Source: an optimization exercise on an open RTL-to-GDS flow (aim: small area and a short achievable clock period). Production flows keep margins and buffers that such runs may drop.
In this exercise RTL edits were held to simulation tests only and were not proved equivalent to the original.
No activity file was given, so power comes from the tool's default toggle rates.

==> design/flow/design.v <==
package cpuPkg;
	localparam int instrWidth = 18;  
	localparam int regAddrWidth = 4;  
	localparam int regCount = 16;  
	localparam int opcodeMsb = 17;
	localparam int opcodeLsb = 12;
	localparam int a1Msb = 11;  
	localparam int a1Lsb = 8;
	localparam int a2Msb = 7;  
	localparam int a2Lsb = 4;
	localparam int immMsb = 3;  
	localparam int immLsb = 0;
	typedef logic [instrWidth-1:0] instr_t;
	typedef logic [regAddrWidth-1:0] regAddr_t;
	typedef enum logic [5:0] {
		opNop = 6'h00,
		opAdd = 6'h01,
		opSub = 6'h02,
		opAnd = 6'h03,
		opOr = 6'h04,
		opXor = 6'h05,
		opSlt = 6'h06,
		opAddi = 6'h07,  
		opMult = 6'h08,  
		opMfhi = 6'h09,
		opMflo = 6'h0A
	} opcode_t;
	localparam int selCount = 9;
	localparam int selAdd = 0;
	localparam int selSub = 1;
	localparam int selAnd = 2;
	localparam int selOr = 3;
	localparam int selXor = 4;
	localparam int selSlt = 5;
	localparam int selAddi = 6;
	localparam int selHi = 7;
	localparam int selLo = 8;
endpackage
module registerFile #(
	parameter int dataWidth = 16
) (
	input logic clk,
	input logic rst,
	input cpuPkg::regAddr_t ra1,  
	input cpuPkg::regAddr_t ra2,  
	output logic [dataWidth-1:0] rd1,
	output logic [dataWidth-1:0] rd2,
	input logic we,  
	input cpuPkg::regAddr_t wa,
	input logic [dataWidth-1:0] wd
);
	logic [dataWidth-1:0] regs [cpuPkg::regCount];  
	logic [cpuPkg::regCount-1:0] valid;  
	always_ff @(posedge clk) begin
		if (rst) begin
			valid <= '0;
		end else if (we) begin
			valid[wa] <= 1'b1;
		end
	end
	always_ff @(posedge clk) begin
		if (we) begin
			regs[wa] <= wd;
		end
	end
	logic [cpuPkg::regCount-1:0] sel1, sel2;  
	always_comb begin
		for (int i = 0; i < cpuPkg::regCount; i++) begin
			sel1[i] = (ra1 == i) && valid[i];
			sel2[i] = (ra2 == i) && valid[i];
		end
	end
	always_comb begin
		rd1 = '0;
		rd2 = '0;
		for (int i = 0; i < cpuPkg::regCount; i++) begin
			rd1 = rd1 | (regs[i] & {dataWidth{sel1[i]}});
			rd2 = rd2 | (regs[i] & {dataWidth{sel2[i]}});
		end
	end
endmodule
module aluUnit #(
	parameter int dataWidth = 16
) (
	input logic [dataWidth-1:0] a,
	input logic [dataWidth-1:0] b,  
	input logic [cpuPkg::selCount-1:0] sel,  
	input logic sub,  
	output logic [dataWidth-1:0] y
);
	logic [dataWidth-1:0] sum;
	logic less;
	logic [dataWidth:0] sumC;
	assign sumC = {a, sub} + {b, sub};
	assign sum = sumC[dataWidth:1];
	assign less = (a[dataWidth-1] ^ ~b[dataWidth-1]) ? a[dataWidth-1] : sum[dataWidth-1];
	always_comb begin
		y = '0;
		if (sel[cpuPkg::selAdd] | sel[cpuPkg::selSub] | sel[cpuPkg::selAddi]) y = y | sum;
		if (sel[cpuPkg::selAnd]) y = y | (a & b);
		if (sel[cpuPkg::selOr]) y = y | (a | b);
		if (sel[cpuPkg::selXor]) y = y | (a ^ b);
		if (sel[cpuPkg::selSlt]) y = y | {{(dataWidth-1){1'b0}}, less};
	end
endmodule
module hiLoUnit #(
	parameter int dataWidth = 16
) (
	input logic clk,
	input logic rst,
	input logic we,  
	input logic [dataWidth-1:0] a,
	input logic [dataWidth-1:0] b,
	output logic [dataWidth-1:0] hi,
	output logic [dataWidth-1:0] lo,
	output logic valid  
);
	logic [2*dataWidth-1:0] x, y, z;
	logic [2*dataWidth-1:0] hlX, hlY, hlZ;
	logic [2*dataWidth-1:0] fs, fc;  
	logic hlValid;  
	logic [2*dataWidth-1:0] product;
	csMult csMult_i (.a(a), .b(b), .x(x), .y(y), .z(z));
	always_ff @(posedge clk) begin
		if (rst) hlValid <= 1'b0;
		else if (we) hlValid <= 1'b1;
	end
	always_ff @(posedge clk) begin
		if (we) begin
			hlX <= x;
			hlY <= y;
			hlZ <= z;
		end
	end
	assign fs = hlX ^ hlY ^ hlZ;
	assign fc = {(hlX[2*dataWidth-2:0] & hlY[2*dataWidth-2:0])
		| (hlX[2*dataWidth-2:0] & hlZ[2*dataWidth-2:0])
		| (hlY[2*dataWidth-2:0] & hlZ[2*dataWidth-2:0]), 1'b0};
	assign product = fs + fc;
	assign valid = hlValid;
	assign hi = product[2*dataWidth-1:dataWidth];
	assign lo = product[dataWidth-1:0];
endmodule
module csMult (
	input logic [15:0] a,
	input logic [15:0] b,
	output logic [31:0] x,
	output logic [31:0] y,
	output logic [31:0] z
);
	logic pp [16][16];
	for (genvar i = 0; i < 16; i++) begin : g_pp
		for (genvar j = 0; j < 16; j++) begin : g_ppj
			assign pp[i][j] = b[i] & a[j];
		end
	end
	logic c2, c4, c6, c8, c10, c12, c14, c16, c18, c20, c22, c24, c26, c28, c30, c32, c34, c36, c38, c40;
	logic c42, c44, c46, c48, c50, c52, c54, c56, c58, c60, c62, c64, c66, c68, c70, c72, c74, c76, c78, c80;
	logic c82, c84, c86, c88, c90, c92, c94, c96, c98, c100, c102, c104, c106, c108, c110, c112, c114, c116, c118, c120;
	logic c122, c124, c126, c128, c130, c132, c134, c136, c138, c140, c142, c144, c146, c148, c150, c152, c154, c156, c158, c160;
	logic c162, c164, c166, c168, c170, c172, c174, c176, c178, c180, c182, c184, c186, c188, c190, c192, c194, c196, c198, c200;
	logic c202, c204, c206, c208, c210, c212, c214, c216, c218, c220, c222, c224, c226, c228, c230, c232, c234, c236, c238, c240;
	logic c242, c244, c246, c248, c250, c252, c254, c256, c258, c260, c262, c264, c266, c268, c270, c272, c274, c276, c278, c280;
	logic c282, c284, c286, c288, c290, c292, c294, c296, c298, c300, c302, c304, c306, c308, c310, c312, c314, c316, c318, c320;
	logic c322, c324, c326, c328, c330, c332, c334, c336, c338, c340, c342, c344, c346, c348, c350, c352, c354, c356, c358, c360;
	logic c362, c364, c366, c368, c370, c372, c374, c376, c378, c380, s1, s3, s5, s7, s9, s11, s13, s15, s17, s19;
	logic s21, s23, s25, s27, s29, s31, s33, s35, s37, s39, s41, s43, s45, s47, s49, s51, s53, s55, s57, s59;
	logic s61, s63, s65, s67, s69, s71, s73, s75, s77, s79, s81, s83, s85, s87, s89, s91, s93, s95, s97, s99;
	logic s101, s103, s105, s107, s109, s111, s113, s115, s117, s119, s121, s123, s125, s127, s129, s131, s133, s135, s137, s139;
	logic s141, s143, s145, s147, s149, s151, s153, s155, s157, s159, s161, s163, s165, s167, s169, s171, s173, s175, s177, s179;
	logic s181, s183, s185, s187, s189, s191, s193, s195, s197, s199, s201, s203, s205, s207, s209, s211, s213, s215, s217, s219;
	logic s221, s223, s225, s227, s229, s231, s233, s235, s237, s239, s241, s243, s245, s247, s249, s251, s253, s255, s257, s259;
	logic s261, s263, s265, s267, s269, s271, s273, s275, s277, s279, s281, s283, s285, s287, s289, s291, s293, s295, s297, s299;
	logic s301, s303, s305, s307, s309, s311, s313, s315, s317, s319, s321, s323, s325, s327, s329, s331, s333, s335, s337, s339;
	logic s341, s343, s345, s347, s349, s351, s353, s355, s357, s359, s361, s363, s365, s367, s369, s371, s373, s375, s377, s379;
	assign s1 = pp[0][13] ^ pp[10][3];
	assign c2 = pp[0][13] & pp[10][3];
	assign s3 = pp[0][14] ^ pp[10][4] ^ pp[11][3];
	assign c4 = (pp[0][14] & pp[10][4]) | (pp[0][14] & pp[11][3]) | (pp[10][4] & pp[11][3]);
	assign s5 = pp[12][2] ^ pp[13][1];
	assign c6 = pp[12][2] & pp[13][1];
	assign s7 = pp[0][15] ^ pp[10][5] ^ pp[11][4];
	assign c8 = (pp[0][15] & pp[10][5]) | (pp[0][15] & pp[11][4]) | (pp[10][5] & pp[11][4]);
	assign s9 = pp[12][3] ^ pp[13][2] ^ pp[14][1];
	assign c10 = (pp[12][3] & pp[13][2]) | (pp[12][3] & pp[14][1]) | (pp[13][2] & pp[14][1]);
	assign s11 = pp[15][0] ^ pp[1][14];
	assign c12 = pp[15][0] & pp[1][14];
	assign s13 = pp[10][6] ^ pp[11][5] ^ pp[12][4];
	assign c14 = (pp[10][6] & pp[11][5]) | (pp[10][6] & pp[12][4]) | (pp[11][5] & pp[12][4]);
	assign s15 = pp[13][3] ^ pp[14][2] ^ pp[15][1];
	assign c16 = (pp[13][3] & pp[14][2]) | (pp[13][3] & pp[15][1]) | (pp[14][2] & pp[15][1]);
	assign s17 = pp[1][15] ^ pp[2][14];
	assign c18 = pp[1][15] & pp[2][14];
	assign s19 = pp[10][7] ^ pp[11][6] ^ pp[12][5];
	assign c20 = (pp[10][7] & pp[11][6]) | (pp[10][7] & pp[12][5]) | (pp[11][6] & pp[12][5]);
	assign s21 = pp[13][4] ^ pp[14][3] ^ pp[15][2];
	assign c22 = (pp[13][4] & pp[14][3]) | (pp[13][4] & pp[15][2]) | (pp[14][3] & pp[15][2]);
	assign s23 = pp[10][8] ^ pp[11][7] ^ pp[12][6];
	assign c24 = (pp[10][8] & pp[11][7]) | (pp[10][8] & pp[12][6]) | (pp[11][7] & pp[12][6]);
	assign s25 = pp[0][9] ^ pp[1][8];
	assign c26 = pp[0][9] & pp[1][8];
	assign s27 = pp[0][10] ^ pp[10][0] ^ pp[1][9];
	assign c28 = (pp[0][10] & pp[10][0]) | (pp[0][10] & pp[1][9]) | (pp[10][0] & pp[1][9]);
	assign s29 = pp[2][8] ^ pp[3][7];
	assign c30 = pp[2][8] & pp[3][7];
	assign s31 = pp[0][11] ^ pp[10][1] ^ pp[11][0];
	assign c32 = (pp[0][11] & pp[10][1]) | (pp[0][11] & pp[11][0]) | (pp[10][1] & pp[11][0]);
	assign s33 = pp[1][10] ^ pp[2][9] ^ pp[3][8];
	assign c34 = (pp[1][10] & pp[2][9]) | (pp[1][10] & pp[3][8]) | (pp[2][9] & pp[3][8]);
	assign s35 = pp[4][7] ^ pp[5][6];
	assign c36 = pp[4][7] & pp[5][6];
	assign s37 = pp[0][12] ^ pp[10][2] ^ pp[11][1];
	assign c38 = (pp[0][12] & pp[10][2]) | (pp[0][12] & pp[11][1]) | (pp[10][2] & pp[11][1]);
	assign s39 = pp[12][0] ^ pp[1][11] ^ pp[2][10];
	assign c40 = (pp[12][0] & pp[1][11]) | (pp[12][0] & pp[2][10]) | (pp[1][11] & pp[2][10]);
	assign s41 = pp[3][9] ^ pp[4][8] ^ pp[5][7];
	assign c42 = (pp[3][9] & pp[4][8]) | (pp[3][9] & pp[5][7]) | (pp[4][8] & pp[5][7]);
	assign s43 = pp[6][6] ^ pp[7][5];
	assign c44 = pp[6][6] & pp[7][5];
	assign s45 = pp[11][2] ^ pp[12][1] ^ pp[13][0];
	assign c46 = (pp[11][2] & pp[12][1]) | (pp[11][2] & pp[13][0]) | (pp[12][1] & pp[13][0]);
	assign s47 = pp[1][12] ^ pp[2][11] ^ pp[3][10];
	assign c48 = (pp[1][12] & pp[2][11]) | (pp[1][12] & pp[3][10]) | (pp[2][11] & pp[3][10]);
	assign s49 = pp[4][9] ^ pp[5][8] ^ pp[6][7];
	assign c50 = (pp[4][9] & pp[5][8]) | (pp[4][9] & pp[6][7]) | (pp[5][8] & pp[6][7]);
	assign s51 = pp[7][6] ^ pp[8][5] ^ pp[9][4];
	assign c52 = (pp[7][6] & pp[8][5]) | (pp[7][6] & pp[9][4]) | (pp[8][5] & pp[9][4]);
	assign s53 = pp[14][0] ^ pp[1][13] ^ pp[2][12];
	assign c54 = (pp[14][0] & pp[1][13]) | (pp[14][0] & pp[2][12]) | (pp[1][13] & pp[2][12]);
	assign s55 = pp[3][11] ^ pp[4][10] ^ pp[5][9];
	assign c56 = (pp[3][11] & pp[4][10]) | (pp[3][11] & pp[5][9]) | (pp[4][10] & pp[5][9]);
	assign s57 = pp[6][8] ^ pp[7][7] ^ pp[8][6];
	assign c58 = (pp[6][8] & pp[7][7]) | (pp[6][8] & pp[8][6]) | (pp[7][7] & pp[8][6]);
	assign s59 = pp[9][5] ^ c2 ^ s5;
	assign c60 = (pp[9][5] & c2) | (pp[9][5] & s5) | (c2 & s5);
	assign s61 = pp[2][13] ^ pp[3][12] ^ pp[4][11];
	assign c62 = (pp[2][13] & pp[3][12]) | (pp[2][13] & pp[4][11]) | (pp[3][12] & pp[4][11]);
	assign s63 = pp[5][10] ^ pp[6][9] ^ pp[7][8];
	assign c64 = (pp[5][10] & pp[6][9]) | (pp[5][10] & pp[7][8]) | (pp[6][9] & pp[7][8]);
	assign s65 = pp[8][7] ^ pp[9][6] ^ c6;
	assign c66 = (pp[8][7] & pp[9][6]) | (pp[8][7] & c6) | (pp[9][6] & c6);
	assign s67 = s11 ^ c4 ^ s7;
	assign c68 = (s11 & c4) | (s11 & s7) | (c4 & s7);
	assign s69 = pp[3][13] ^ pp[4][12] ^ pp[5][11];
	assign c70 = (pp[3][13] & pp[4][12]) | (pp[3][13] & pp[5][11]) | (pp[4][12] & pp[5][11]);
	assign s71 = pp[6][10] ^ pp[7][9] ^ pp[8][8];
	assign c72 = (pp[6][10] & pp[7][9]) | (pp[6][10] & pp[8][8]) | (pp[7][9] & pp[8][8]);
	assign s73 = pp[9][7] ^ c12 ^ s17;
	assign c74 = (pp[9][7] & c12) | (pp[9][7] & s17) | (c12 & s17);
	assign s75 = c10 ^ c8 ^ s13;
	assign c76 = (c10 & c8) | (c10 & s13) | (c8 & s13);
	assign s77 = pp[2][15] ^ pp[3][14] ^ pp[4][13];
	assign c78 = (pp[2][15] & pp[3][14]) | (pp[2][15] & pp[4][13]) | (pp[3][14] & pp[4][13]);
	assign s79 = pp[5][12] ^ pp[6][11] ^ pp[7][10];
	assign c80 = (pp[5][12] & pp[6][11]) | (pp[5][12] & pp[7][10]) | (pp[6][11] & pp[7][10]);
	assign s81 = pp[8][9] ^ pp[9][8] ^ c18;
	assign c82 = (pp[8][9] & pp[9][8]) | (pp[8][9] & c18) | (pp[9][8] & c18);
	assign s83 = c14 ^ c16 ^ s19;
	assign c84 = (c14 & c16) | (c14 & s19) | (c16 & s19);
	assign s85 = pp[13][5] ^ pp[14][4] ^ pp[15][3];
	assign c86 = (pp[13][5] & pp[14][4]) | (pp[13][5] & pp[15][3]) | (pp[14][4] & pp[15][3]);
	assign s87 = pp[3][15] ^ pp[4][14] ^ pp[5][13];
	assign c88 = (pp[3][15] & pp[4][14]) | (pp[3][15] & pp[5][13]) | (pp[4][14] & pp[5][13]);
	assign s89 = pp[6][12] ^ pp[7][11] ^ pp[8][10];
	assign c90 = (pp[6][12] & pp[7][11]) | (pp[6][12] & pp[8][10]) | (pp[7][11] & pp[8][10]);
	assign s91 = pp[9][9] ^ c20 ^ c22;
	assign c92 = (pp[9][9] & c20) | (pp[9][9] & c22) | (c20 & c22);
	assign s93 = pp[10][9] ^ pp[11][8] ^ pp[12][7];
	assign c94 = (pp[10][9] & pp[11][8]) | (pp[10][9] & pp[12][7]) | (pp[11][8] & pp[12][7]);
	assign s95 = pp[13][6] ^ pp[14][5] ^ pp[15][4];
	assign c96 = (pp[13][6] & pp[14][5]) | (pp[13][6] & pp[15][4]) | (pp[14][5] & pp[15][4]);
	assign s97 = pp[4][15] ^ pp[5][14] ^ pp[6][13];
	assign c98 = (pp[4][15] & pp[5][14]) | (pp[4][15] & pp[6][13]) | (pp[5][14] & pp[6][13]);
	assign s99 = pp[7][12] ^ pp[8][11] ^ pp[9][10];
	assign c100 = (pp[7][12] & pp[8][11]) | (pp[7][12] & pp[9][10]) | (pp[8][11] & pp[9][10]);
	assign s101 = pp[10][10] ^ pp[11][9] ^ pp[12][8];
	assign c102 = (pp[10][10] & pp[11][9]) | (pp[10][10] & pp[12][8]) | (pp[11][9] & pp[12][8]);
	assign s103 = pp[13][7] ^ pp[14][6] ^ pp[15][5];
	assign c104 = (pp[13][7] & pp[14][6]) | (pp[13][7] & pp[15][5]) | (pp[14][6] & pp[15][5]);
	assign s105 = pp[5][15] ^ pp[6][14] ^ pp[7][13];
	assign c106 = (pp[5][15] & pp[6][14]) | (pp[5][15] & pp[7][13]) | (pp[6][14] & pp[7][13]);
	assign s107 = pp[10][11] ^ pp[11][10] ^ pp[12][9];
	assign c108 = (pp[10][11] & pp[11][10]) | (pp[10][11] & pp[12][9]) | (pp[11][10] & pp[12][9]);
	assign s109 = pp[13][8] ^ pp[14][7] ^ pp[15][6];
	assign c110 = (pp[13][8] & pp[14][7]) | (pp[13][8] & pp[15][6]) | (pp[14][7] & pp[15][6]);
	assign s111 = pp[10][12] ^ pp[11][11] ^ pp[12][10];
	assign c112 = (pp[10][12] & pp[11][11]) | (pp[10][12] & pp[12][10]) | (pp[11][11] & pp[12][10]);
	assign s113 = pp[0][6] ^ pp[1][5];
	assign c114 = pp[0][6] & pp[1][5];
	assign s115 = pp[0][7] ^ pp[1][6] ^ pp[2][5];
	assign c116 = (pp[0][7] & pp[1][6]) | (pp[0][7] & pp[2][5]) | (pp[1][6] & pp[2][5]);
	assign s117 = pp[3][4] ^ pp[4][3];
	assign c118 = pp[3][4] & pp[4][3];
	assign s119 = pp[0][8] ^ pp[1][7] ^ pp[2][6];
	assign c120 = (pp[0][8] & pp[1][7]) | (pp[0][8] & pp[2][6]) | (pp[1][7] & pp[2][6]);
	assign s121 = pp[3][5] ^ pp[4][4] ^ pp[5][3];
	assign c122 = (pp[3][5] & pp[4][4]) | (pp[3][5] & pp[5][3]) | (pp[4][4] & pp[5][3]);
	assign s123 = pp[6][2] ^ pp[7][1];
	assign c124 = pp[6][2] & pp[7][1];
	assign s125 = pp[2][7] ^ pp[3][6] ^ pp[4][5];
	assign c126 = (pp[2][7] & pp[3][6]) | (pp[2][7] & pp[4][5]) | (pp[3][6] & pp[4][5]);
	assign s127 = pp[5][4] ^ pp[6][3] ^ pp[7][2];
	assign c128 = (pp[5][4] & pp[6][3]) | (pp[5][4] & pp[7][2]) | (pp[6][3] & pp[7][2]);
	assign s129 = pp[8][1] ^ pp[9][0] ^ s25;
	assign c130 = (pp[8][1] & pp[9][0]) | (pp[8][1] & s25) | (pp[9][0] & s25);
	assign s131 = pp[4][6] ^ pp[5][5] ^ pp[6][4];
	assign c132 = (pp[4][6] & pp[5][5]) | (pp[4][6] & pp[6][4]) | (pp[5][5] & pp[6][4]);
	assign s133 = pp[7][3] ^ pp[8][2] ^ pp[9][1];
	assign c134 = (pp[7][3] & pp[8][2]) | (pp[7][3] & pp[9][1]) | (pp[8][2] & pp[9][1]);
	assign s135 = c26 ^ s29 ^ s27;
	assign c136 = (c26 & s29) | (c26 & s27) | (s29 & s27);
	assign s137 = pp[6][5] ^ pp[7][4] ^ pp[8][3];
	assign c138 = (pp[6][5] & pp[7][4]) | (pp[6][5] & pp[8][3]) | (pp[7][4] & pp[8][3]);
	assign s139 = pp[9][2] ^ c30 ^ s35;
	assign c140 = (pp[9][2] & c30) | (pp[9][2] & s35) | (c30 & s35);
	assign s141 = c28 ^ s31 ^ s33;
	assign c142 = (c28 & s31) | (c28 & s33) | (s31 & s33);
	assign s143 = pp[8][4] ^ pp[9][3] ^ c36;
	assign c144 = (pp[8][4] & pp[9][3]) | (pp[8][4] & c36) | (pp[9][3] & c36);
	assign s145 = s43 ^ c32 ^ c34;
	assign c146 = (s43 & c32) | (s43 & c34) | (c32 & c34);
	assign s147 = s37 ^ s39 ^ s41;
	assign c148 = (s37 & s39) | (s37 & s41) | (s39 & s41);
	assign s149 = c44 ^ s1 ^ c38;
	assign c150 = (c44 & s1) | (c44 & c38) | (s1 & c38);
	assign s151 = c40 ^ c42 ^ s45;
	assign c152 = (c40 & c42) | (c40 & s45) | (c42 & s45);
	assign s153 = s47 ^ s49 ^ s51;
	assign c154 = (s47 & s49) | (s47 & s51) | (s49 & s51);
	assign s155 = c46 ^ c48 ^ c50;
	assign c156 = (c46 & c48) | (c46 & c50) | (c48 & c50);
	assign s157 = c52 ^ s3 ^ s53;
	assign c158 = (c52 & s3) | (c52 & s53) | (s3 & s53);
	assign s159 = s55 ^ s57 ^ s59;
	assign c160 = (s55 & s57) | (s55 & s59) | (s57 & s59);
	assign s161 = c54 ^ c56 ^ c58;
	assign c162 = (c54 & c56) | (c54 & c58) | (c56 & c58);
	assign s163 = s61 ^ s63 ^ s9;
	assign c164 = (s61 & s63) | (s61 & s9) | (s63 & s9);
	assign s165 = c60 ^ s65 ^ s67;
	assign c166 = (c60 & s65) | (c60 & s67) | (s65 & s67);
	assign s167 = c62 ^ c64 ^ s15;
	assign c168 = (c62 & c64) | (c62 & s15) | (c64 & s15);
	assign s169 = s69 ^ s71 ^ c66;
	assign c170 = (s69 & s71) | (s69 & c66) | (s71 & c66);
	assign s171 = s73 ^ c68 ^ s75;
	assign c172 = (s73 & c68) | (s73 & s75) | (c68 & s75);
	assign s173 = c70 ^ c72 ^ s21;
	assign c174 = (c70 & c72) | (c70 & s21) | (c72 & s21);
	assign s175 = s77 ^ s79 ^ c74;
	assign c176 = (s77 & s79) | (s77 & c74) | (s79 & c74);
	assign s177 = s81 ^ c76 ^ s83;
	assign c178 = (s81 & c76) | (s81 & s83) | (c76 & s83);
	assign s179 = c78 ^ c80 ^ s23;
	assign c180 = (c78 & c80) | (c78 & s23) | (c80 & s23);
	assign s181 = s85 ^ s87 ^ s89;
	assign c182 = (s85 & s87) | (s85 & s89) | (s87 & s89);
	assign s183 = c82 ^ c84 ^ s91;
	assign c184 = (c82 & c84) | (c82 & s91) | (c84 & s91);
	assign s185 = c24 ^ c86 ^ c88;
	assign c186 = (c24 & c86) | (c24 & c88) | (c86 & c88);
	assign s187 = c90 ^ s93 ^ s95;
	assign c188 = (c90 & s93) | (c90 & s95) | (s93 & s95);
	assign s189 = s97 ^ s99 ^ c92;
	assign c190 = (s97 & s99) | (s97 & c92) | (s99 & c92);
	assign s191 = pp[8][12] ^ pp[9][11] ^ c100;
	assign c192 = (pp[8][12] & pp[9][11]) | (pp[8][12] & c100) | (pp[9][11] & c100);
	assign s193 = c94 ^ c96 ^ c98;
	assign c194 = (c94 & c96) | (c94 & c98) | (c96 & c98);
	assign s195 = s101 ^ s103 ^ s105;
	assign c196 = (s101 & s103) | (s101 & s105) | (s103 & s105);
	assign s197 = pp[6][15] ^ pp[7][14] ^ pp[8][13];
	assign c198 = (pp[6][15] & pp[7][14]) | (pp[6][15] & pp[8][13]) | (pp[7][14] & pp[8][13]);
	assign s199 = pp[9][12] ^ c102 ^ c104;
	assign c200 = (pp[9][12] & c102) | (pp[9][12] & c104) | (c102 & c104);
	assign s201 = c106 ^ s107 ^ s109;
	assign c202 = (c106 & s107) | (c106 & s109) | (s107 & s109);
	assign s203 = pp[13][9] ^ pp[14][8] ^ pp[15][7];
	assign c204 = (pp[13][9] & pp[14][8]) | (pp[13][9] & pp[15][7]) | (pp[14][8] & pp[15][7]);
	assign s205 = pp[7][15] ^ pp[8][14] ^ pp[9][13];
	assign c206 = (pp[7][15] & pp[8][14]) | (pp[7][15] & pp[9][13]) | (pp[8][14] & pp[9][13]);
	assign s207 = c108 ^ c110 ^ s111;
	assign c208 = (c108 & c110) | (c108 & s111) | (c110 & s111);
	assign s209 = pp[10][13] ^ pp[11][12] ^ pp[12][11];
	assign c210 = (pp[10][13] & pp[11][12]) | (pp[10][13] & pp[12][11]) | (pp[11][12] & pp[12][11]);
	assign s211 = pp[13][10] ^ pp[14][9] ^ pp[15][8];
	assign c212 = (pp[13][10] & pp[14][9]) | (pp[13][10] & pp[15][8]) | (pp[14][9] & pp[15][8]);
	assign s213 = pp[8][15] ^ pp[9][14] ^ c112;
	assign c214 = (pp[8][15] & pp[9][14]) | (pp[8][15] & c112) | (pp[9][14] & c112);
	assign s215 = pp[10][14] ^ pp[11][13] ^ pp[12][12];
	assign c216 = (pp[10][14] & pp[11][13]) | (pp[10][14] & pp[12][12]) | (pp[11][13] & pp[12][12]);
	assign s217 = pp[13][11] ^ pp[14][10] ^ pp[15][9];
	assign c218 = (pp[13][11] & pp[14][10]) | (pp[13][11] & pp[15][9]) | (pp[14][10] & pp[15][9]);
	assign s219 = pp[10][15] ^ pp[11][14] ^ pp[12][13];
	assign c220 = (pp[10][15] & pp[11][14]) | (pp[10][15] & pp[12][13]) | (pp[11][14] & pp[12][13]);
	assign s221 = pp[0][4] ^ pp[1][3];
	assign c222 = pp[0][4] & pp[1][3];
	assign s223 = pp[0][5] ^ pp[1][4] ^ pp[2][3];
	assign c224 = (pp[0][5] & pp[1][4]) | (pp[0][5] & pp[2][3]) | (pp[1][4] & pp[2][3]);
	assign s225 = pp[3][2] ^ pp[4][1];
	assign c226 = pp[3][2] & pp[4][1];
	assign s227 = pp[2][4] ^ pp[3][3] ^ pp[4][2];
	assign c228 = (pp[2][4] & pp[3][3]) | (pp[2][4] & pp[4][2]) | (pp[3][3] & pp[4][2]);
	assign s229 = pp[5][1] ^ pp[6][0] ^ s113;
	assign c230 = (pp[5][1] & pp[6][0]) | (pp[5][1] & s113) | (pp[6][0] & s113);
	assign s231 = pp[5][2] ^ pp[6][1] ^ pp[7][0];
	assign c232 = (pp[5][2] & pp[6][1]) | (pp[5][2] & pp[7][0]) | (pp[6][1] & pp[7][0]);
	assign s233 = c114 ^ s117 ^ s115;
	assign c234 = (c114 & s117) | (c114 & s115) | (s117 & s115);
	assign s235 = pp[8][0] ^ c118 ^ s123;
	assign c236 = (pp[8][0] & c118) | (pp[8][0] & s123) | (c118 & s123);
	assign s237 = c116 ^ s119 ^ s121;
	assign c238 = (c116 & s119) | (c116 & s121) | (s119 & s121);
	assign s239 = c124 ^ c120 ^ c122;
	assign c240 = (c124 & c120) | (c124 & c122) | (c120 & c122);
	assign s241 = s125 ^ s127 ^ s129;
	assign c242 = (s125 & s127) | (s125 & s129) | (s127 & s129);
	assign s243 = c126 ^ c128 ^ s131;
	assign c244 = (c126 & c128) | (c126 & s131) | (c128 & s131);
	assign s245 = s133 ^ c130 ^ s135;
	assign c246 = (s133 & c130) | (s133 & s135) | (c130 & s135);
	assign s247 = c132 ^ c134 ^ s137;
	assign c248 = (c132 & c134) | (c132 & s137) | (c134 & s137);
	assign s249 = s139 ^ c136 ^ s141;
	assign c250 = (s139 & c136) | (s139 & s141) | (c136 & s141);
	assign s251 = c138 ^ c140 ^ s143;
	assign c252 = (c138 & c140) | (c138 & s143) | (c140 & s143);
	assign s253 = c142 ^ s145 ^ s147;
	assign c254 = (c142 & s145) | (c142 & s147) | (s145 & s147);
	assign s255 = c144 ^ c146 ^ c148;
	assign c256 = (c144 & c146) | (c144 & c148) | (c146 & c148);
	assign s257 = s149 ^ s151 ^ s153;
	assign c258 = (s149 & s151) | (s149 & s153) | (s151 & s153);
	assign s259 = c150 ^ c152 ^ c154;
	assign c260 = (c150 & c152) | (c150 & c154) | (c152 & c154);
	assign s261 = s155 ^ s157 ^ s159;
	assign c262 = (s155 & s157) | (s155 & s159) | (s157 & s159);
	assign s263 = c156 ^ c158 ^ s161;
	assign c264 = (c156 & c158) | (c156 & s161) | (c158 & s161);
	assign s265 = s163 ^ c160 ^ s165;
	assign c266 = (s163 & c160) | (s163 & s165) | (c160 & s165);
	assign s267 = c162 ^ c164 ^ s167;
	assign c268 = (c162 & c164) | (c162 & s167) | (c164 & s167);
	assign s269 = s169 ^ c166 ^ s171;
	assign c270 = (s169 & c166) | (s169 & s171) | (c166 & s171);
	assign s271 = c168 ^ s173 ^ c170;
	assign c272 = (c168 & s173) | (c168 & c170) | (s173 & c170);
	assign s273 = s175 ^ c172 ^ s177;
	assign c274 = (s175 & c172) | (s175 & s177) | (c172 & s177);
	assign s275 = c174 ^ s179 ^ s181;
	assign c276 = (c174 & s179) | (c174 & s181) | (s179 & s181);
	assign s277 = c176 ^ c178 ^ s183;
	assign c278 = (c176 & c178) | (c176 & s183) | (c178 & s183);
	assign s279 = c180 ^ c182 ^ s185;
	assign c280 = (c180 & c182) | (c180 & s185) | (c182 & s185);
	assign s281 = s187 ^ c184 ^ s189;
	assign c282 = (s187 & c184) | (s187 & s189) | (c184 & s189);
	assign s283 = c186 ^ c188 ^ s191;
	assign c284 = (c186 & c188) | (c186 & s191) | (c188 & s191);
	assign s285 = s193 ^ s195 ^ c190;
	assign c286 = (s193 & s195) | (s193 & c190) | (s195 & c190);
	assign s287 = s197 ^ c192 ^ c194;
	assign c288 = (s197 & c192) | (s197 & c194) | (c192 & c194);
	assign s289 = c196 ^ s199 ^ s201;
	assign c290 = (c196 & s199) | (c196 & s201) | (s199 & s201);
	assign s291 = c198 ^ s203 ^ s205;
	assign c292 = (c198 & s203) | (c198 & s205) | (s203 & s205);
	assign s293 = c200 ^ c202 ^ s207;
	assign c294 = (c200 & c202) | (c200 & s207) | (c202 & s207);
	assign s295 = c204 ^ c206 ^ s209;
	assign c296 = (c204 & c206) | (c204 & s209) | (c206 & s209);
	assign s297 = s211 ^ c208 ^ s213;
	assign c298 = (s211 & c208) | (s211 & s213) | (c208 & s213);
	assign s299 = pp[9][15] ^ c210 ^ c212;
	assign c300 = (pp[9][15] & c210) | (pp[9][15] & c212) | (c210 & c212);
	assign s301 = s215 ^ s217 ^ c214;
	assign c302 = (s215 & s217) | (s215 & c214) | (s217 & c214);
	assign s303 = pp[13][12] ^ pp[14][11] ^ pp[15][10];
	assign c304 = (pp[13][12] & pp[14][11]) | (pp[13][12] & pp[15][10]) | (pp[14][11] & pp[15][10]);
	assign s305 = c216 ^ c218 ^ s219;
	assign c306 = (c216 & c218) | (c216 & s219) | (c218 & s219);
	assign s307 = pp[11][15] ^ pp[12][14] ^ pp[13][13];
	assign c308 = (pp[11][15] & pp[12][14]) | (pp[11][15] & pp[13][13]) | (pp[12][14] & pp[13][13]);
	assign s309 = pp[14][12] ^ pp[15][11] ^ c220;
	assign c310 = (pp[14][12] & pp[15][11]) | (pp[14][12] & c220) | (pp[15][11] & c220);
	assign s311 = pp[12][15] ^ pp[13][14] ^ pp[14][13];
	assign c312 = (pp[12][15] & pp[13][14]) | (pp[12][15] & pp[14][13]) | (pp[13][14] & pp[14][13]);
	assign s313 = pp[0][3] ^ pp[1][2];
	assign c314 = pp[0][3] & pp[1][2];
	assign s315 = pp[2][2] ^ pp[3][1] ^ pp[4][0];
	assign c316 = (pp[2][2] & pp[3][1]) | (pp[2][2] & pp[4][0]) | (pp[3][1] & pp[4][0]);
	assign s317 = pp[5][0] ^ c222 ^ s225;
	assign c318 = (pp[5][0] & c222) | (pp[5][0] & s225) | (c222 & s225);
	assign s319 = c226 ^ c224 ^ s227;
	assign c320 = (c226 & c224) | (c226 & s227) | (c224 & s227);
	assign s321 = c228 ^ s231 ^ c230;
	assign c322 = (c228 & s231) | (c228 & c230) | (s231 & c230);
	assign s323 = c232 ^ s235 ^ c234;
	assign c324 = (c232 & s235) | (c232 & c234) | (s235 & c234);
	assign s325 = c236 ^ c238 ^ s239;
	assign c326 = (c236 & c238) | (c236 & s239) | (c238 & s239);
	assign s327 = c240 ^ s243 ^ c242;
	assign c328 = (c240 & s243) | (c240 & c242) | (s243 & c242);
	assign s329 = c244 ^ s247 ^ c246;
	assign c330 = (c244 & s247) | (c244 & c246) | (s247 & c246);
	assign s331 = c248 ^ s251 ^ c250;
	assign c332 = (c248 & s251) | (c248 & c250) | (s251 & c250);
	assign s333 = c252 ^ c254 ^ s255;
	assign c334 = (c252 & c254) | (c252 & s255) | (c254 & s255);
	assign s335 = c256 ^ c258 ^ s259;
	assign c336 = (c256 & c258) | (c256 & s259) | (c258 & s259);
	assign s337 = c260 ^ s263 ^ c262;
	assign c338 = (c260 & s263) | (c260 & c262) | (s263 & c262);
	assign s339 = c264 ^ s267 ^ c266;
	assign c340 = (c264 & s267) | (c264 & c266) | (s267 & c266);
	assign s341 = c268 ^ s271 ^ c270;
	assign c342 = (c268 & s271) | (c268 & c270) | (s271 & c270);
	assign s343 = s275 ^ c272 ^ c274;
	assign c344 = (s275 & c272) | (s275 & c274) | (c272 & c274);
	assign s345 = c276 ^ s279 ^ c278;
	assign c346 = (c276 & s279) | (c276 & c278) | (s279 & c278);
	assign s347 = c280 ^ s283 ^ c282;
	assign c348 = (c280 & s283) | (c280 & c282) | (s283 & c282);
	assign s349 = c284 ^ s287 ^ s289;
	assign c350 = (c284 & s287) | (c284 & s289) | (s287 & s289);
	assign s351 = s291 ^ c288 ^ c290;
	assign c352 = (s291 & c288) | (s291 & c290) | (c288 & c290);
	assign s353 = c292 ^ s295 ^ c294;
	assign c354 = (c292 & s295) | (c292 & c294) | (s295 & c294);
	assign s355 = c296 ^ s299 ^ c298;
	assign c356 = (c296 & s299) | (c296 & c298) | (s299 & c298);
	assign s357 = s303 ^ c300 ^ s305;
	assign c358 = (s303 & c300) | (s303 & s305) | (c300 & s305);
	assign s359 = c304 ^ s307 ^ c306;
	assign c360 = (c304 & s307) | (c304 & c306) | (s307 & c306);
	assign s361 = pp[15][12] ^ c308 ^ s311;
	assign c362 = (pp[15][12] & c308) | (pp[15][12] & s311) | (c308 & s311);
	assign s363 = pp[13][15] ^ pp[14][14] ^ pp[15][13];
	assign c364 = (pp[13][15] & pp[14][14]) | (pp[13][15] & pp[15][13]) | (pp[14][14] & pp[15][13]);
	assign s365 = s293 ^ c350 ^ s351;
	assign c366 = (s293 & c350) | (s293 & s351) | (c350 & s351);
	assign s367 = s297 ^ c352 ^ s353;
	assign c368 = (s297 & c352) | (s297 & s353) | (c352 & s353);
	assign s369 = s301 ^ c354 ^ s355;
	assign c370 = (s301 & c354) | (s301 & s355) | (c354 & s355);
	assign s371 = c302 ^ s357 ^ c356;
	assign c372 = (c302 & s357) | (c302 & c356) | (s357 & c356);
	assign s373 = s309 ^ c358 ^ s359;
	assign c374 = (s309 & c358) | (s309 & s359) | (c358 & s359);
	assign s375 = c310 ^ s361 ^ c360;
	assign c376 = (c310 & s361) | (c310 & c360) | (s361 & c360);
	assign s377 = c312 ^ s363 ^ c362;
	assign c378 = (c312 & s363) | (c312 & c362) | (s363 & c362);
	assign s379 = pp[14][15] ^ pp[15][14] ^ c364;
	assign c380 = (pp[14][15] & pp[15][14]) | (pp[14][15] & c364) | (pp[15][14] & c364);
	assign x = {1'b0, pp[15][15], s379, s377, c374, s373, c370, c368, c366, s365, c286, s285, s281, s277, s273, s269, c336, s261, s257, s253, s249, c326, s241, s237, c320, c318, c316, c314, pp[2][1], pp[0][2], pp[0][1], pp[0][0]};
	assign y = {1'b0, c380, c378, c376, s375, c372, s371, s369, s367, 1'b0, s349, c346, c344, c342, c340, c338, s265, c334, c332, c330, c328, s245, c324, c322, s233, s229, s223, s221, pp[3][0], pp[1][1], pp[1][0], 1'b0};
	assign z = {1'b0, 1'b0, 1'b0, 1'b0, 1'b0, 1'b0, 1'b0, 1'b0, 1'b0, 1'b0, c348, s347, s345, s343, s341, s339, s337, s335, s333, s331, s329, s327, s325, s323, s321, s319, s317, s315, s313, pp[2][0], 1'b0, 1'b0};
endmodule
module decodeStage #(
	parameter int dataWidth = 16
) (
	input logic clk,
	input logic rst,
	input logic instrValid,  
	input cpuPkg::instr_t instr,
	input logic wbValid,  
	input cpuPkg::regAddr_t wbAddr,
	input logic [dataWidth-1:0] wbData,
	input logic [dataWidth-1:0] exResult,  
	output logic [dataWidth-1:0] exRd1,
	output logic [dataWidth-1:0] exRd2,  
	output cpuPkg::regAddr_t exWriteAddr,
	output logic exWriteEn,
	output logic exMult,  
	output logic [cpuPkg::selCount-1:0] exSel,  
	output logic exSub  
);
	logic [5:0] opcode;
	cpuPkg::regAddr_t a1F, a2F, immF;  
	logic [dataWidth-1:0] rd1, rd2;
	logic [cpuPkg::selCount-1:0] sel;
	logic dstIsA2;
	logic fwdEx1, fwdEx2, fwdWb1, fwdWb2, fwdRf1, fwdRf2;
	assign opcode = instr[cpuPkg::opcodeMsb:cpuPkg::opcodeLsb];
	assign a1F = instr[cpuPkg::a1Msb:cpuPkg::a1Lsb];
	assign a2F = instr[cpuPkg::a2Msb:cpuPkg::a2Lsb];
	assign immF = instr[cpuPkg::immMsb:cpuPkg::immLsb];
	registerFile #(.dataWidth(dataWidth)) registerFile_i (
		.clk(clk), .rst(rst),
		.ra1(a1F), .ra2(a2F), .rd1(rd1), .rd2(rd2),
		.we(wbValid), .wa(wbAddr), .wd(wbData)
	);
	always_comb begin
		sel = '0;
		case (opcode)
			cpuPkg::opAdd: sel[cpuPkg::selAdd] = 1'b1;
			cpuPkg::opSub: sel[cpuPkg::selSub] = 1'b1;
			cpuPkg::opAnd: sel[cpuPkg::selAnd] = 1'b1;
			cpuPkg::opOr: sel[cpuPkg::selOr] = 1'b1;
			cpuPkg::opXor: sel[cpuPkg::selXor] = 1'b1;
			cpuPkg::opSlt: sel[cpuPkg::selSlt] = 1'b1;
			cpuPkg::opAddi: sel[cpuPkg::selAddi] = 1'b1;
			cpuPkg::opMfhi: sel[cpuPkg::selHi] = 1'b1;
			cpuPkg::opMflo: sel[cpuPkg::selLo] = 1'b1;
			default: ;  
		endcase
	end
	assign dstIsA2 = (opcode == cpuPkg::opAddi);  
	assign fwdEx1 = exWriteEn && (exWriteAddr == a1F);
	assign fwdEx2 = exWriteEn && (exWriteAddr == a2F);
	assign fwdWb1 = !fwdEx1 && wbValid && (wbAddr == a1F);
	assign fwdWb2 = !fwdEx2 && wbValid && (wbAddr == a2F);
	assign fwdRf1 = !fwdEx1 && !fwdWb1;
	assign fwdRf2 = !fwdEx2 && !fwdWb2;
	always_ff @(posedge clk) begin
		if (rst) begin
			exWriteEn <= 1'b0;
			exMult <= 1'b0;
		end else begin
			exWriteEn <= instrValid & (|sel);  
			exMult <= instrValid & (opcode == cpuPkg::opMult);
		end
	end
	always_ff @(posedge clk) begin
		exRd1 <= (exResult & {dataWidth{fwdEx1}})
			| (wbData & {dataWidth{fwdWb1}})
			| (rd1 & {dataWidth{fwdRf1}});
		if (sel[cpuPkg::selAddi]) begin
			exRd2 <= {{(dataWidth-cpuPkg::regAddrWidth){1'b0}}, immF};
		end else begin
			exRd2 <= ((exResult & {dataWidth{fwdEx2}})
				| (wbData & {dataWidth{fwdWb2}})
				| (rd2 & {dataWidth{fwdRf2}}))
				^ {dataWidth{sel[cpuPkg::selSub] | sel[cpuPkg::selSlt]}};
		end
		exWriteAddr <= dstIsA2 ? a2F : immF;
		exSel <= sel;
		exSub <= sel[cpuPkg::selSub] | sel[cpuPkg::selSlt];
	end
endmodule
module executeStage #(
	parameter int dataWidth = 16
) (
	input logic clk,
	input logic rst,
	input logic [dataWidth-1:0] exRd1,  
	input logic [dataWidth-1:0] exRd2,
	input cpuPkg::regAddr_t exWriteAddr,
	input logic exWriteEn,
	input logic exMult,
	input logic [cpuPkg::selCount-1:0] exSel,
	input logic exSub,
	output logic wbValid,  
	output cpuPkg::regAddr_t wbAddr,
	output logic [dataWidth-1:0] wbData,
	output logic [dataWidth-1:0] exResult  
);
	logic [dataWidth-1:0] srcA, srcB;
	logic [dataWidth-1:0] aluY;
	logic [dataWidth-1:0] hi, lo;
	logic hiLoValid;  
	logic [dataWidth-1:0] result;
	assign srcA = exRd1;
	assign srcB = exRd2;
	aluUnit #(.dataWidth(dataWidth)) aluUnit_i (
		.a(srcA),
		.b(srcB),
		.sel(exSel),
		.sub(exSub),
		.y(aluY)
	);
	hiLoUnit #(.dataWidth(dataWidth)) hiLoUnit_i (
		.clk(clk),
		.rst(rst),
		.we(exMult),
		.a(srcA),
		.b(srcB),
		.hi(hi),
		.lo(lo),
		.valid(hiLoValid)
	);
	assign result = aluY
		| (hi & {dataWidth{exSel[cpuPkg::selHi] & hiLoValid}})
		| (lo & {dataWidth{exSel[cpuPkg::selLo] & hiLoValid}});
	assign exResult = result;
	always_ff @(posedge clk) begin
		if (rst) begin
			wbValid <= 1'b0;
		end else begin
			wbValid <= exWriteEn;  
		end
	end
	always_ff @(posedge clk) begin
		wbAddr <= exWriteAddr;
		wbData <= result;
	end
endmodule
module cpuPipeline #(
	parameter int dataWidth = 16
) (
	input logic clk,
	input logic rst,
	input logic instrValid,
	input cpuPkg::instr_t instr,
	output logic wbValid,
	output cpuPkg::regAddr_t wbAddr,
	output logic [dataWidth-1:0] wbData
);
	logic [dataWidth-1:0] exRd1, exRd2;
	logic [dataWidth-1:0] exResult;
	cpuPkg::regAddr_t exWriteAddr;
	logic exWriteEn;
	logic exMult;
	logic [cpuPkg::selCount-1:0] exSel;
	logic exSub;
	decodeStage #(.dataWidth(dataWidth)) decodeStage_i (
		.clk(clk), .rst(rst), .instrValid(instrValid), .instr(instr),
		.wbValid(wbValid), .wbAddr(wbAddr), .wbData(wbData),
		.exRd1(exRd1), .exRd2(exRd2), .exResult(exResult),
		.exWriteAddr(exWriteAddr), .exWriteEn(exWriteEn),
		.exMult(exMult), .exSel(exSel), .exSub(exSub)
	);
	executeStage #(.dataWidth(dataWidth)) executeStage_i (
		.clk(clk), .rst(rst),
		.exRd1(exRd1), .exRd2(exRd2),
		.exWriteAddr(exWriteAddr), .exWriteEn(exWriteEn),
		.exMult(exMult), .exSel(exSel), .exSub(exSub),
		.wbValid(wbValid), .wbAddr(wbAddr), .wbData(wbData),
		.exResult(exResult)
	);
endmodule
==> design/flow/run.sh <==
#!/bin/bash
# synth_recipe.tcl (not shown) runs the flow's synth.tcl, then flattens the netlist and writes it again
# the make line also repeats each setting of config.mk as NAME=value (left out here)
make -C /OpenROAD-flow-scripts/flow DESIGN_CONFIG=/design/flow/config.mk WORK_HOME=/design/flow/orfs CLKGATE_MAP_FILE= SYNTH_SCRIPT=/design/flow/synth_recipe.tcl finish
==> design/flow/config.mk <==
export PLATFORM = sky130hd
export DESIGN_NAME = cpuPipeline
export DESIGN_NICKNAME = cpuPipeline
export VERILOG_FILES = /design/flow/design.v
export SDC_FILE = /design/flow/constraint.sdc
export NUM_CORES = 4
export LEC_CHECK = 0
export CAP_MARGIN = 20
export CORE_MARGIN = 2
export CORE_UTILIZATION = 40
export SETUP_SLACK_MARGIN = 3.8
export SLEW_MARGIN = 20
==> design/flow/constraint.sdc <==
create_clock -name core_clock -period 7.5 [get_ports {clk}]
set_input_delay 1.5000 -clock core_clock [delete_from_list [all_inputs] [get_ports {clk}]]
set_output_delay 1.5000 -clock core_clock [all_outputs]
set_load 0.01 [all_outputs]
==> results of run 1 <==
[state kept, by name, indices dropped and copies added, names as in the netlist, 4 cells and up]
name,cells
executeStage_i.hiLoUnit_i.hlY,29
decodeStage_i.registerFile_i.regs,256
executeStage_i.wbAddr,4
decodeStage_i.exWriteAddr,4
executeStage_i.wbData,16
decodeStage_i.exRd2,16
executeStage_i.hiLoUnit_i.hlZ,20
decodeStage_i.exSel,9
decodeStage_i.exRd1,16
decodeStage_i.registerFile_i.valid,16
executeStage_i.hiLoUnit_i.hlX,31
[worst max path at each step]
stage                                            startpoint                                end  slack (ns)  cells after the start
final                      executeStage_i.hiLoUnit_i.hlX[2]             decodeStage_i.exRd2[8]        3.84                     12
after global routing                 decodeStage_i.exRd1[1]            decodeStage_i.exRd2[15]        3.69                     17
after CTS                 executeStage_i.hiLoUnit_i.hlX[10]             decodeStage_i.exRd2[5]        3.74                     11
after detailed placement                           instr[7]             decodeStage_i.exRd2[5]        2.63                     10
after global placement                             instr[7]             decodeStage_i.exRd2[5]        2.71                     10
after floorplan                      decodeStage_i.exRd1[7]  executeStage_i.hiLoUnit_i.hlX[22]        4.08                     10
[cell families (layout without fill, tap and decap cells)]
| family | after synthesis | in the layout |
|---|---|---|
| AND/OR/NAND/NOR | 664 | 664 |
| XOR/XNOR | 48 | 48 |
| multiplexers | 35 | 35 |
| flip-flops | 422 | 422 |
| adder cells (fa/ha/maj) | 287 | 287 |
| buffers and inverters | 380 | 464 |
| AO/OA/AOI/OAI | 512 | 512 |
[layer usage]
metal	GRT usage [%]	vias up
met5	0	-
met2	45.69	1352
li1	-	8491
met3	6.444	376
met1	33.95	9957
met4	14.16	0
[placed cells by master, fill, tap and decap left out, drive strengths merged, types with 23 or more instances in the layout]
cell           instances
mux2i                 31
xor2                  25
a22oi                 68
nand2                174
inv                  218
clkdlybuf4s50         37
clkinvlp              23
fa                   199
clkbuf                66
a22o                  77
a21oi                 90
ha                    88
o21ai                 72
a221oi                84
dfxtp                 86
edfxtp               336
nor2                 280
and3                  45
nand4                 31
buf                   99
nor3                  36
xnor2                 23
nand3                 27
[repair_timing]
item | 4_1_cts | 5_1_grt
gates resized for setup | 76 | 56
pin swaps | 11 | 4
endpoints found under the setup margin | 39 | 40
setup buffers | 36 | 22
[metrics by stage]
step | util (%) | power, mW
after floorplan | - | 2.627
after global placement | 42.41 | 2.678
after detailed placement | 42.41 | 2.680
after CTS | 45.70 | 5.028
after global routing | 46.27 | 5.131
final | 46.27 | 4.999
[worst max-delay path, delay by kind of cell, from the launching register on]
family,cells,cell delay (ns)
compound gates,6,1.60
xor+xnor,1,0.14
fa+ha+maj,3,1.12
flops,1,0.39
mux,1,0.20
simple gates,1,0.12
[final cells by class]
type / count / area, µm²
Clock buffer: 66 / 1343
Clock inverter: 20 / 241.5
Fill cell: 5813 / 34580
Inverter: 238 / 967.2
Multi-Input combinational cell: 1546 / 13090
Sequential cell: 422 / 11850
Tap cell: 855 / 1070
Timing Repair Buffer: 140 / 1209
[where the power goes]
part | internal (mW) | switching, mW | total [mW] | leakage, nW
combinational | 0.0464 | 0.0754 | 0.122 | 6.57
clock | 1.36 | 0.991 | 2.35 | 0.764
sequential | 2.50 | 0.0197 | 2.52 | 3.40
total | 3.91 | 1.09 | 5.00 | 10.7
==> report_table.html, run 1 <==
<table>
<tr><th>Metric</th><th>Value</th></tr>
<tr><th colspan="2">Critical path</th></tr>
<tr><td>Series of cell instances along the critical path</td><td>fa_1 -&gt; ha_2 -&gt; fa_2 -&gt; a211oi_4 -&gt; o21ai_4 -&gt; o211ai_4 -&gt; nand2_4 -&gt; a221oi_2 -&gt; xnor2_1 -&gt; a221o_2 -&gt; a21oi_2 -&gt; mux2i_1</td></tr>
<tr><td>Endpoint of the worst-slack reg-to-reg timing path</td><td>decodeStage_i.exRd2[8]</td></tr>
<tr><td>Arrival time worst endpoint</td><td>4.19 ns</td></tr>
<tr><td>Setup crit start kind</td><td>flop</td></tr>
<tr><td>Worst Path Class, Setup</td><td>reg -&gt; reg</td></tr>
<tr><td>Max stage delay on crit path</td><td>approximately 0.50 ns</td></tr>
<tr><td>Peak fanout along the critical path</td><td>3</td></tr>
<tr><td>Launching point of the worst reg2reg path</td><td>executeStage_i.hiLoUnit_i.hlX[2]</td></tr>
<tr><td>Slowest-stage cell, CP</td><td>sky130_fd_sc_hd__fa_1</td></tr>
<tr><td>Worst Path Required</td><td>between 8 and 9 ns</td></tr>
<tr><td>R2R cell count</td><td>12</td></tr>
<tr><td>Sort of element at the end of the critical path</td><td>flop</td></tr>
<tr><td>Flop2flop setup slack</td><td>3.84 ns</td></tr>
<tr><th colspan="2">Route</th></tr>
<tr><td>Wire length on met2</td><td>between 40000 and 50000 µm</td></tr>
<tr><td>Remaining number of nets flagged by the antenna check after routing</td><td>0</td></tr>
<tr><td>Drt first-iter violations</td><td>~2.9k</td></tr>
<tr><td>Avg WL per Cell</td><td>approximately 28 µm</td></tr>
<tr><td>Via density per instance</td><td>around 6.1</td></tr>
<tr><td>Total length of routed met3 wires</td><td>roughly 9700 µm</td></tr>
<tr><td>Post-Route M1 WL</td><td>between 30000 and 40000 µm</td></tr>
<tr><td>DR DRC count</td><td>0</td></tr>
<tr><td>DR pass1 iterations</td><td>10</td></tr>
<tr><td>Wirelength, routed</td><td>~94000 µm</td></tr>
<tr><td>Highest routed metal layer</td><td>met4</td></tr>
<tr><td>Vias post-DR</td><td>20.18k</td></tr>
<tr><th colspan="2">Layout</th></tr>
<tr><td>Antenna Diode Count</td><td>0</td></tr>
<tr><td>Total number of nets in the final design</td><td>between 2k and 3k</td></tr>
<tr><td>Ratio of cells with drive above 1 in the final layout</td><td>around 14%</td></tr>
<tr><td>P&amp;R area growth vs syn</td><td>14.39%</td></tr>
<tr><td>Finished layout cell area</td><td>approximately 30000 µm²</td></tr>
<tr><td>Final Non-Filler Cells</td><td>roughly 3.3k</td></tr>
<tr><th colspan="2">Die</th></tr>
<tr><td>Die outline area</td><td>67130 µm²</td></tr>
<tr><td>X dimension of the die</td><td>around 260 µm</td></tr>
<tr><td>Row count</td><td>93</td></tr>
<tr><td>Starting utilization of the core area</td><td>40.45%</td></tr>
<tr><td>Die Height</td><td>259.1 µm</td></tr>
<tr><td>Number of ports placed on the die boundary</td><td>42</td></tr>
<tr><td>Core box area</td><td>about 64000 µm²</td></tr>
<tr><th colspan="2">Global routing</th></tr>
<tr><td>Wire length of the first global-routing pass</td><td>~140000 µm</td></tr>
<tr><td>Maximum number of pins on one net before global-route repair</td><td>55</td></tr>
<tr><td>GRT Overall Usage</td><td>between 20% and 30%</td></tr>
<tr><td>Number of antenna violations at the first check in global routing</td><td>0</td></tr>
<tr><td>Number of global-route vias before repair</td><td>between 20k and 25k</td></tr>
<tr><td>Residual overflow from global routing</td><td>0</td></tr>
<tr><th colspan="2">Placed design</th></tr>
<tr><td>Final Wtd Congestion</td><td>~0.96</td></tr>
<tr><td>Place WS</td><td>about 2.6 ns</td></tr>
<tr><td>Number of port buffers</td><td>just over 40</td></tr>
<tr><td>Placed inst area</td><td>roughly 27000 µm²</td></tr>
<tr><td>Placed cells</td><td>about 3.1k</td></tr>
<tr><td>Detailed placer's ending HPWL</td><td>62620 µm</td></tr>
<tr><th colspan="2">Run status</th></tr>
<tr><td>Status</td><td>no timing/DRC/antenna violations</td></tr>
<tr><th colspan="2">CTS</th></tr>
<tr><td>Clock latency at the later pin of the worst-skew pair</td><td>0.62 ns</td></tr>
<tr><td>Sink count of the clock tree</td><td>around 420</td></tr>
<tr><td>Root buf cell</td><td>sky130_fd_sc_hd__clkbuf_16</td></tr>
<tr><td>Reg clk slew, reported paths</td><td>0.06 ns</td></tr>
<tr><td>TritonCTS clock tree</td><td>yes</td></tr>
<tr><td>Maximum number of buffers from clock root to sink</td><td>3</td></tr>
<tr><td>Number of CTS-inserted buffers</td><td>46</td></tr>
<tr><td>CTS HTree Levels</td><td>2</td></tr>
<tr><td>Number of hold-repair buffers added at the cts stage</td><td>0</td></tr>
<tr><th colspan="2">Synthesis</th></tr>
<tr><td>Synthesized-area fraction occupied by ao, oa, aoi and oai cells</td><td>between 10% and 20%</td></tr>
<tr><td>Cell types with the highest counts after synthesis</td><td>sky130_fd_sc_hd__edfxtp_1, sky130_fd_sc_hd__nor2_1, sky130_fd_sc_hd__inv_1</td></tr>
<tr><td>Avg Inst Size Synth</td><td>roughly 11 µm²</td></tr>
<tr><td>Cells taking the most area after synthesis</td><td>sky130_fd_sc_hd__edfxtp_1, sky130_fd_sc_hd__fa_1, sky130_fd_sc_hd__dfxtp_1</td></tr>
<tr><td>Adder-cell share of the synthesized area</td><td>between 10% and 20%</td></tr>
<tr><td>Most common cell in the netlist</td><td>sky130_fd_sc_hd__edfxtp_1</td></tr>
<tr><td>Cell Area, Synth</td><td>approximately 26000 µm²</td></tr>
<tr><td>Synthesized netlist cell count</td><td>2348</td></tr>
<tr><td>Multiplexer fraction of the synthesized cell area</td><td>about 1.4%</td></tr>
<tr><td>Mapped Nets</td><td>around 2.7k</td></tr>
<tr><td>Synth Area in XOR/XNOR</td><td>under 10%</td></tr>
<tr><td>Basic-gate share of the synthesized area counting and, or, nand and nor cells</td><td>a little under an eighth</td></tr>
<tr><td>Share of synthesized area occupied by flip-flops and latches</td><td>~45%</td></tr>
<tr><td>Number of flops mapped to enable cells by yosys</td><td>~340</td></tr>
<tr><td>Biggest area consumer among synthesized cells</td><td>sky130_fd_sc_hd__edfxtp_1</td></tr>
<tr><td>Count of warnings emitted by yosys</td><td>7</td></tr>
<tr><td>Flops &amp; latches, synth</td><td>between 400 and 500</td></tr>
<tr><td>Dominant combinational cell family by area after synthesis</td><td>adder cells</td></tr>
<tr><td>Unique cell type count in the Yosys netlist</td><td>~90</td></tr>
<tr><td>Post-synthesis async set-or-reset flop share</td><td>0%</td></tr>
<tr><td>Area fraction of the dominant cell type after synthesis</td><td>38.77%</td></tr>
<tr><td>Most used flip-flop cell after synthesis</td><td>sky130_fd_sc_hd__edfxtp_1</td></tr>
<tr><th colspan="2">Worst hold path</th></tr>
<tr><td>Min-delay src</td><td>decodeStage_i.exWriteAddr[1]</td></tr>
<tr><td>WHS Path Cells</td><td>0</td></tr>
<tr><td>Path type of the worst min-delay path</td><td>reg -&gt; reg</td></tr>
<tr><td>Hold Path End</td><td>executeStage_i.wbAddr[1]</td></tr>
<tr><th colspan="2">Power and ir drop</th></tr>
<tr><td>P per Cell Area</td><td>about 170 nW/µm²</td></tr>
<tr><td>Leak Pwr</td><td>10.74 nW</td></tr>
<tr><td>IR drop worst, VDD</td><td>about 0.00017 V</td></tr>
<tr><th colspan="2">Timing</th></tr>
<tr><td>Worst clock skew</td><td>around 0.021 ns</td></tr>
<tr><td>Pins over their slew limit</td><td>0</td></tr>
<tr><td>Final sum of negative setup slack</td><td>0 ns</td></tr>
<tr><td>Setup repair after global routing missed its margin</td><td>true</td></tr>
<tr><td>Highest achievable clock rate</td><td>between 0.2 and 0.3 GHz</td></tr>
<tr><td>Part of the cycle the worst path needs</td><td>48.82%</td></tr>
<tr><td>Normalized max-slew margin</td><td>between 30% and 40%</td></tr>
<tr><td>Final worst setup slack</td><td>3.838 ns</td></tr>
<tr><td>Final hold violations</td><td>0</td></tr>
<tr><td># setup viols final</td><td>0</td></tr>
<tr><td>Actual slew at the worst max-slew pin</td><td>about 0.96 ns</td></tr>
<tr><td>Worst hold slack</td><td>slightly above 0.4 ns</td></tr>
<tr><td>Period minus WS final</td><td>approximately 3.7 ns</td></tr>
<tr><th colspan="2">Job</th></tr>
<tr><td>Count of max-cap constraint violations</td><td>0</td></tr>
</table>
==> inputs of run 2 (changes only) <==
--- a/design/flow/design.v
+++ b/design/flow/design.v
@@ -93,5 +93,5 @@
 	logic [dataWidth:0] sumC;
-	assign sumC = {a, sub} + {b, sub};
+	assign sumC = {a, sub} + {b ^ {dataWidth{sub}}, sub};
 	assign sum = sumC[dataWidth:1];
-	assign less = (a[dataWidth-1] ^ ~b[dataWidth-1]) ? a[dataWidth-1] : sum[dataWidth-1];
+	assign less = (a[dataWidth-1] ^ b[dataWidth-1]) ? a[dataWidth-1] : sum[dataWidth-1];
 	always_comb begin
@@ -631,6 +631,5 @@
 		end else begin
-			exRd2 <= ((exResult & {dataWidth{fwdEx2}})
+			exRd2 <= (exResult & {dataWidth{fwdEx2}})
 				| (wbData & {dataWidth{fwdWb2}})
-				| (rd2 & {dataWidth{fwdRf2}}))
-				^ {dataWidth{sel[cpuPkg::selSub] | sel[cpuPkg::selSlt]}};
+				| (rd2 & {dataWidth{fwdRf2}});
 		end
==> run 2 against run 1 <==
Still clean. Count of clock-buffer cells in the layout shrank 10. Synthesized cell count grew 0.30%. Routed wire length shrank 0.73%. Utilization grew 0.42 points. Critical path type unchanged. Critical endpoint is now executeStage_i.hiLoUnit_i.hlX[22]. Largest power group unchanged. Highest routed layer unchanged.
==> report_table.html, run 2 <==
<table>
<tr><th>Metric</th><th>Value</th></tr>
<tr><th colspan="2">Route</th></tr>
<tr><td>Wirelength, routed</td><td>92870 µm (-0.73%)</td></tr>
<tr><td>Avg WL per Cell</td><td>28.00 µm (-1.6%)</td></tr>
<tr><td>DR DRC count</td><td>0 (unchanged)</td></tr>
<tr><th colspan="2">Die</th></tr>
<tr><td>Die Height</td><td>260.0 µm (+0.37%)</td></tr>
<tr><td>Die outline area</td><td>67620 µm² (+0.74%)</td></tr>
<tr><td>Number of ports placed on the die boundary</td><td>42 (unchanged)</td></tr>
<tr><th colspan="2">Global routing</th></tr>
<tr><td>Number of antenna violations at the first check in global routing</td><td>0 (unchanged)</td></tr>
<tr><td>Number of global-route vias before repair</td><td>20.90k (+2.3%)</td></tr>
<tr><td>Residual overflow from global routing</td><td>0 (unchanged)</td></tr>
<tr><td>Wire length of the first global-routing pass</td><td>136400 µm (+0.42%)</td></tr>
<tr><th colspan="2">Synthesis</th></tr>
<tr><td>Area fraction of the dominant cell type after synthesis</td><td>38.48% (-0.29 points)</td></tr>
<tr><td>Mapped Nets</td><td>2679 (+0.87%)</td></tr>
<tr><td>Most used flip-flop cell after synthesis</td><td>sky130_fd_sc_hd__edfxtp_1</td></tr>
<tr><td>Cell types with the highest counts after synthesis</td><td>sky130_fd_sc_hd__edfxtp_1, sky130_fd_sc_hd__nor2_1, sky130_fd_sc_hd__inv_1</td></tr>
<tr><td>Unique cell type count in the Yosys netlist</td><td>85 (-3.4%)</td></tr>
<tr><td>Avg Inst Size Synth</td><td>11.14 µm² (+0.46%)</td></tr>
<tr><td>Cells taking the most area after synthesis</td><td>sky130_fd_sc_hd__edfxtp_1, sky130_fd_sc_hd__fa_1, sky130_fd_sc_hd__dfxtp_1</td></tr>
<tr><td>Cell Area, Synth</td><td>26220 µm² (+0.75%)</td></tr>
<tr><td>Number of flops mapped to enable cells by yosys</td><td>336 (unchanged)</td></tr>
<tr><th colspan="2">CTS</th></tr>
<tr><td>Maximum number of buffers from clock root to sink</td><td>3 (unchanged)</td></tr>
<tr><td>CTS HTree Levels</td><td>2 (unchanged)</td></tr>
<tr><td>Reg clk slew, reported paths</td><td>0.06 ns (about the same)</td></tr>
<tr><th colspan="2">Layout</th></tr>
<tr><td>Commonest non-fill, non-tap cell in the layout</td><td>sky130_fd_sc_hd__edfxtp_1</td></tr>
<tr><td>Finished layout cell area</td><td>30150 µm² (+1.3%)</td></tr>
<tr><td>Biggest registers after layout</td><td>decodeStage_i.registerFile_i.regs: 256 flops, executeStage_i.hiLoUnit_i.hlX: 31 flops, executeStage_i.hiLoUnit_i.hlY: 29 flops</td></tr>
<tr><td>P&amp;R area growth vs syn</td><td>14.99%</td></tr>
<tr><td>Top library cells by usage in the layout, fill and taps aside</td><td>sky130_fd_sc_hd__edfxtp_1, sky130_fd_sc_hd__nor2_1, sky130_fd_sc_hd__inv_1</td></tr>
<tr><th colspan="2">Placed design</th></tr>
<tr><td>Number of port buffers</td><td>41 (unchanged)</td></tr>
<tr><td>Final Wtd Congestion</td><td>0.9517 (-0.69%)</td></tr>
<tr><td>Placed inst area</td><td>27750 µm² (+1.7%)</td></tr>
<tr><th colspan="2">Critical path</th></tr>
<tr><td>R2R cell count</td><td>9 (-3)</td></tr>
<tr><td>Flop2flop setup slack</td><td>3.83 ns (about the same)</td></tr>
<tr><td>Series of cell instances along the critical path</td><td>buf_4 -&gt; clkinvlp_4 -&gt; nor2_1 -&gt; fa_1 -&gt; fa_1 -&gt; inv_1 -&gt; fa_1 -&gt; inv_1 -&gt; fa_1</td></tr>
<tr><td>Setup crit start kind</td><td>flop</td></tr>
<tr><td>Arrival time worst endpoint</td><td>4.00 ns (-0.19 ns)</td></tr>
<tr><td>Count of buffering cells on the critical path with inverters included</td><td>4 (+4)</td></tr>
<tr><td>Sort of element at the end of the critical path</td><td>flop</td></tr>
<tr><td>Worst Path Required</td><td>7.83 ns (-0.20 ns)</td></tr>
<tr><td>Family with the most delay on the worst path</td><td>adder cells</td></tr>
<tr><th colspan="2">Timing</th></tr>
<tr><td>Actual slew at the worst max-slew pin</td><td>1.201 ns (+0.2393 ns)</td></tr>
<tr><td>Period minus WS final</td><td>3.668 ns (+0.006540 ns)</td></tr>
<tr><td>Final hold violations</td><td>0 (unchanged)</td></tr>
<tr><td>Normalized max-slew margin</td><td>19.96% (-16 points)</td></tr>
<tr><td>Worst clock skew</td><td>0.03381 ns (+0.01232 ns)</td></tr>
<tr><th colspan="2">Worst hold path</th></tr>
<tr><td>WHS Path Cells</td><td>0 (unchanged)</td></tr>
<tr><td>Hold Path End</td><td>executeStage_i.wbAddr[3]</td></tr>
<tr><td>Path type of the worst min-delay path</td><td>reg -&gt; reg</td></tr>
<tr><th colspan="2">Run status</th></tr>
<tr><td>Status</td><td>no timing/DRC/antenna violations</td></tr>
<tr><th colspan="2">Power and ir drop</th></tr>
<tr><td>Leak Pwr</td><td>10.91 nW (+1.6%)</td></tr>
</table>
## run 2: worst max-delay path by stage
stage / depth (start not counted) / end / start
floorplan: 11 / executeStage_i.hiLoUnit_i.hlX[22] / decodeStage_i.exRd2[14]
global placement: 10 / decodeStage_i.exRd1[0] / instr[10]
detailed placement: 10 / decodeStage_i.exRd1[0] / instr[10]
CTS: 9 / decodeStage_i.exRd2[10] / executeStage_i.hiLoUnit_i.hlX[14]
global route: 11 / decodeStage_i.exRd1[14] / executeStage_i.hiLoUnit_i.hlX[2]
finish: 9 / executeStage_i.hiLoUnit_i.hlX[22] / decodeStage_i.exRd2[9]
## run 2: cell type report
type / count / area, µm²
multi-input cells: 1553 / 13430
inverters: 253 / 1033
repair buffers: 150 / 1234
clock inverters: 28 / 326.6
flip-flops and latches: 422 / 11870
fillers: 5834 / 34430
well taps: 855 / 1070
clock buffers: 56 / 1187
## run 2: per-layer routing
layer	GRT usage, %	part of all wire [%]
met1	34.75	37
met4	13.33	5.9
met2	44.20	45
met5	0	0
met3	6.472	11
## run 2: kinds of logic (layout without fill, tap and decap cells)
logic type | after synthesis | count (layout) | synth area share, %
buffers and inverters | 380 | 487 | 5.520
AO/OA/AOI/OAI | 514 | 514 | 14.53
multiplexers | 37 | 37 | 1.427
AND/OR/NAND/NOR | 637 | 637 | 11.31
adder cells (fa/ha/maj) | 303 | 303 | 20.10
flip-flops | 422 | 422 | 45.04
XOR/XNOR | 62 | 62 | 2.071
## run 2: through the flow
step                cells  hold WS [ns]
floorplan            2355        0.3625
global placement     3166        0.3850
detailed placement   3166        0.3808
CTS                  3291        0.3965
global route         3317        0.4058
finish               3317        0.3888
## run 2: report_power, final
| group | internal, mW | leakage, nW | switching (mW) |
|---|---|---|---|
| Combinational | 0.0392 | 6.83 | 0.0665 |
| Sequential | 2.50 | 3.33 | 0.0154 |
| Clock | 1.29 | 0.737 | 1.01 |
## run 2: what timing repair did
item	4_1_cts	5_1_grt
endpoints found under the setup margin	54	53
pin swaps	6	4
hold buffers	0	0
endpoints found under the hold margin	0	0
gates resized for setup	67	50
gates cloned	0	0
setup buffers	41	26

what the ideal ports hide:
How much do the figures lean on ideal ports? The routed layouts below were timed once more, with nothing changed but the port constraints.
Step 1: set_driving_cell puts a clkbuf_16 on clk and a buf_2 on each other input, an assumption about the parent block.
Step 2 times the ports against the registers' clock, not the clock port: input delays grow and output delays shrink by t, the midpoint of the rising clock arrivals with the driver on.
Slacks: ideal / step 1 / step 2; pairs: ideal / step 1.
| run | shift t [ns] | setup slack, ns | hold WS [ns] | clock arrival spread, ns | worst slew at a driven data input, ns |
|---|---|---|---|---|---|
| run 1 | 0.665 | 3.838 / 3.838 / 3.243 | 0.403 / 0.403 / 0.403 | 0.023 / 0.024 | 0.05 |
| run 2 | 0.661 | 3.832 / 3.832 / 3.242 | 0.389 / 0.389 / 0.389 | 0.035 / 0.035 | 0.05 |
After both steps setup and hold are still met in every run listed. The setup slack of run 1, which loses most, moves by 0.000 ns with the drivers and by -0.595 ns with both steps.
